Background: an optimization exercise with open tools, aiming at small area. Do not read the settings as production practice. Only simulation tests tie the RTL to the original design; equivalence was not proved.

==> inputs of job 7333 <==
==> flow/design.v <==
package def_pkg;
  localparam int BLOCK_W = 128;
  typedef logic [BLOCK_W-1:0] block;
endpackage
module aes_rsp_fifo
#(
  parameter int DEPTH = 8,
  parameter int WIDTH = 130
) (
  input  logic                     clock,
  input  logic                     reset_n,
  input  logic                     push,
  input  logic [WIDTH-1:0]         push_data,
  input  logic                     pop,
  output logic [WIDTH-1:0]         pop_data,
  output logic                     valid
);
  logic [WIDTH-1:0] mem [DEPTH];
  logic [DEPTH-1:0] wr_oh;
  logic [DEPTH-1:0] rd_oh;
  logic [DEPTH-1:0] rd_next;
  assign rd_next = {rd_oh[DEPTH-2:0], rd_oh[DEPTH-1]};
  always_comb begin
    pop_data = '0;
    for (int i = 0; i < DEPTH; i++)
      pop_data = pop_data | (mem[i] & {WIDTH{rd_oh[i]}});
  end
  always_ff @(posedge clock) begin
    for (int i = 0; i < DEPTH; i++)
      if (push && wr_oh[i]) mem[i] <= push_data;
  end
  always_ff @(posedge clock or negedge reset_n) begin
    if (!reset_n) begin
      wr_oh <= DEPTH'(1);
      rd_oh <= DEPTH'(1);
      valid <= 1'b0;
    end else begin
      if (push) wr_oh <= {wr_oh[DEPTH-2:0], wr_oh[DEPTH-1]};
      if (pop)  rd_oh <= rd_next;
      if (push)                           valid <= 1'b1;
      else if (pop && rd_next == wr_oh)   valid <= 1'b0;
    end
  end
endmodule
import def_pkg::*;
module aes_req_arbiter
#(
  parameter int N_REQ      = 4,
  parameter int LATENCY    = 41,
  parameter int FIFO_DEPTH = 8
) (
  input  logic                          clock,
  input  logic                          reset_n,
  input  logic [N_REQ-1:0]              i_req_valid,
  input  logic [N_REQ*BLOCK_W-1:0]      i_req_state,
  input  logic [N_REQ*BLOCK_W-1:0]      i_req_key,
  output logic [N_REQ-1:0]              o_req_ready,
  output logic                          o_core_tx_en,
  output logic [BLOCK_W-1:0]            o_core_state,
  output logic [BLOCK_W-1:0]            o_core_key,
  input  logic                          i_core_tx_en,
  input  logic [BLOCK_W-1:0]            i_core_state,
  output logic                          o_rsp_valid,
  output logic [$clog2(N_REQ)-1:0]      o_rsp_id,
  output logic [BLOCK_W-1:0]            o_rsp_state,
  input  logic                          i_rsp_ready,
  output logic [$clog2(FIFO_DEPTH):0]   o_outstanding,
  output logic                          o_err
);
  localparam int ID_W  = $clog2(N_REQ);
  localparam int CNT_W = $clog2(FIFO_DEPTH) + 1;
  localparam int PTR_W = $clog2(FIFO_DEPTH);
  logic [ID_W-1:0]    rr_ptr;
  logic [ID_W-1:0]    gnt_id;
  logic               gnt_any;
  logic               credit_ok;
  logic [BLOCK_W-1:0] gnt_state;
  logic [BLOCK_W-1:0] gnt_key;
  logic [LATENCY-1:0] tag_v;
  logic               expect_rsp;
  logic               push;
  logic               pop;
  logic [ID_W-1:0]    iq     [FIFO_DEPTH];
  logic [PTR_W-1:0]   iq_wp;
  logic [PTR_W-1:0]   iq_rp;
  assign credit_ok = ~o_outstanding[CNT_W-1];
  always_comb begin
    gnt_any     = 1'b0;
    gnt_id      = '0;
    o_req_ready = '0;
    for (int i = 0; i < N_REQ; i++) begin
      logic [ID_W-1:0] idx_b;
      idx_b = rr_ptr + ID_W'(i);
      if (!gnt_any && i_req_valid[idx_b] && credit_ok && reset_n) begin
        gnt_any = 1'b1;
        gnt_id  = idx_b;
      end
    end
    if (gnt_any) o_req_ready[gnt_id] = 1'b1;
  end
  always_comb begin
    gnt_state = '0;
    gnt_key   = '0;
    for (int r = 0; r < N_REQ; r++) begin
      if (o_req_ready[r]) begin
        gnt_state = gnt_state | i_req_state[r*BLOCK_W +: BLOCK_W];
        gnt_key   = gnt_key   | i_req_key[r*BLOCK_W +: BLOCK_W];
      end
    end
  end
  always_ff @(posedge clock) begin
    o_core_state <= gnt_state;
    o_core_key   <= gnt_key;
  end
  always_ff @(posedge clock or negedge reset_n) begin
    if (!reset_n) begin
      rr_ptr       <= '0;
      o_core_tx_en <= 1'b0;
      tag_v        <= '0;
    end else begin
      if (gnt_any) rr_ptr <= gnt_id + ID_W'(1);
      o_core_tx_en <= gnt_any;
      tag_v        <= {tag_v[LATENCY-2:0], o_core_tx_en};
    end
  end
  assign expect_rsp = tag_v[LATENCY-1];
  always_ff @(posedge clock) begin
    if (gnt_any) iq[iq_wp] <= gnt_id;
  end
  always_ff @(posedge clock or negedge reset_n) begin
    if (!reset_n) begin
      iq_wp <= '0;
      iq_rp <= '0;
    end else begin
      if (gnt_any)    iq_wp <= iq_wp + PTR_W'(1);
      if (expect_rsp) iq_rp <= iq_rp + PTR_W'(1);
    end
  end
  assign push = i_core_tx_en & expect_rsp;
  assign pop  = o_rsp_valid & i_rsp_ready;
  always_ff @(posedge clock or negedge reset_n) begin
    if (!reset_n) begin
      o_err         <= 1'b0;
      o_outstanding <= '0;
    end else begin
      if (i_core_tx_en != expect_rsp) o_err <= 1'b1;
      if (gnt_any && !pop)      o_outstanding <= o_outstanding + CNT_W'(1);
      else if (!gnt_any && pop) o_outstanding <= o_outstanding - CNT_W'(1);
    end
  end
  aes_rsp_fifo #(
    .DEPTH (FIFO_DEPTH),
    .WIDTH (ID_W + BLOCK_W)
  ) u_rsp_fifo (
    .clock     (clock),
    .reset_n   (reset_n),
    .push      (push),
    .push_data ({iq[iq_rp], i_core_state}),
    .pop       (pop),
    .pop_data  ({o_rsp_id, o_rsp_state}),
    .valid     (o_rsp_valid)
  );
endmodule
==> flow/flow/run.sh <==
#!/bin/bash
# Standard ORFS layout, with every port buffered by the smallest buffer cell.
set -euo pipefail
export BUFFER_PORTS_ARGS="-buffer_cell sky130_fd_sc_hd__buf_1"
bash standard.sh > standard_flow.log 2>&1
==> flow/standard.sh <==
#!/bin/bash
# synth_recipe.tcl (not shown) runs the flow's synth.tcl, then flattens the netlist and writes it again
# the make line also repeats each setting of config.mk as NAME=value (left out here)
make -C /OpenROAD-flow-scripts/flow DESIGN_CONFIG=/design/flow/config.mk WORK_HOME=/design/flow/orfs CLKGATE_MAP_FILE= SYNTH_SCRIPT=/design/flow/synth_recipe.tcl "${@:-finish}"
==> flow/config.mk <==
export PLATFORM = sky130hd
export DESIGN_NAME = aes_req_arbiter
export DESIGN_NICKNAME = aes_req_arbiter
export VERILOG_FILES = /design/flow/design.v
export SDC_FILE = /design/flow/constraint.sdc
export NUM_CORES = 4
export LEC_CHECK = 0
export CAP_MARGIN = 0
export CORE_AREA = 5 5 445 445
export CTS_BUF_LIST = sky130_fd_sc_hd__clkbuf_16
export CTS_CLUSTER_DIAMETER = 120
export CTS_CLUSTER_SIZE = 22
export DIE_AREA = 0 0 450 450
export SLEW_MARGIN = 0
==> flow/constraint.sdc <==
create_clock -name core_clock -period 7.0 [get_ports {clock}]
set_input_delay 1.4000 -clock core_clock [delete_from_list [all_inputs] [get_ports {clock}]]
set_output_delay 1.4000 -clock core_clock [all_outputs]
set_load 0.01 [all_outputs]
==> job 4222: changes against job 7333 <==
==> flow/flow/run.sh (replaced) <==
#!/bin/bash
# Standard ORFS layout, with every port buffered by the smallest buffer cell.
# IO pins go on the top and bottom edges (met2), one routing track apart.
set -euo pipefail
export BUFFER_PORTS_ARGS="-buffer_cell sky130_fd_sc_hd__buf_1"
export PLACE_PINS_ARGS="-min_distance 1 -min_distance_in_tracks -exclude left:* -exclude right:*"
bash standard.sh > standard_flow.log 2>&1
Settings changed: CAP_MARGIN 0 to 20, CORE_AREA 5 5 445 445 to 5 5 435 245, CTS_BUF_LIST sky130_fd_sc_hd__clkbuf_16 to sky130_fd_sc_hd__clkbuf_4 sky130_fd_sc_hd__clkbuf_8, CTS_CLUSTER_DIAMETER 120 to 60, CTS_CLUSTER_SIZE 22 to 30, DIE_AREA 0 0 450 450 to 0 0 440 250, SLEW_MARGIN 0 to 20.
==> qor summary <==
	job 4222	job 7333
Final weighted congestion in routability-driven placement	1.234	1.069
Async set-or-reset flop fraction in the synthesized netlist	5.202%	5.202%
Number of rows created at floorplan	88	161
Worst slack, placed	1.557 ns	1.440 ns
Count of placed standard cells including taps	5921	7065
Post-Syn Area per Cell	15.84 µm²	15.84 µm²
Vertical die dimension	250 µm	450 µm
Gate count of the mapped netlist	3207	3207
H-tree depth	2	3
Cell area reported after detailed placement	57800 µm²	59450 µm²
Most used flip-flop cell after synthesis	edfxtp_1	edfxtp_1
Root Driver	clkbuf_8	clkbuf_16
Clock buffers created by TritonCTS	58	78
Initial core utilization	49.39%	26.38%
Floorplan die width	440 µm	450 µm
Estimated wirelength of the detail-placed design	205700 µm	311200 µm
Result of the run	aborted with a tool error	timing/DRC/antenna clean
Last stage reached	global routing	-

separate check: timing with driven ports:
In the flow no input, the clock included, has a driving cell. The finished layout below was timed again as built, in two steps.
Step 1 assumes that a clkbuf_16 drives the clock port and a buf_2 every other input.
Step 2, shift: input delay + t, output delay - t, t = (earliest + latest rising clock arrival at the registers) / 2. This alone moves slack from input paths to output paths.
a / b / c = ideal / step 1 / step 2; a / b = the first two.
run: job 7333
shift t [ns]: 0.802
slack for setup (ns): 1.448 / 1.404 / 1.357
worst setup path at the end: input to register
After both steps job 7333 still meets setup and hold. For job 7333, drivers alone change the setup slack by -0.044 ns; drivers and shift together by -0.091 ns.
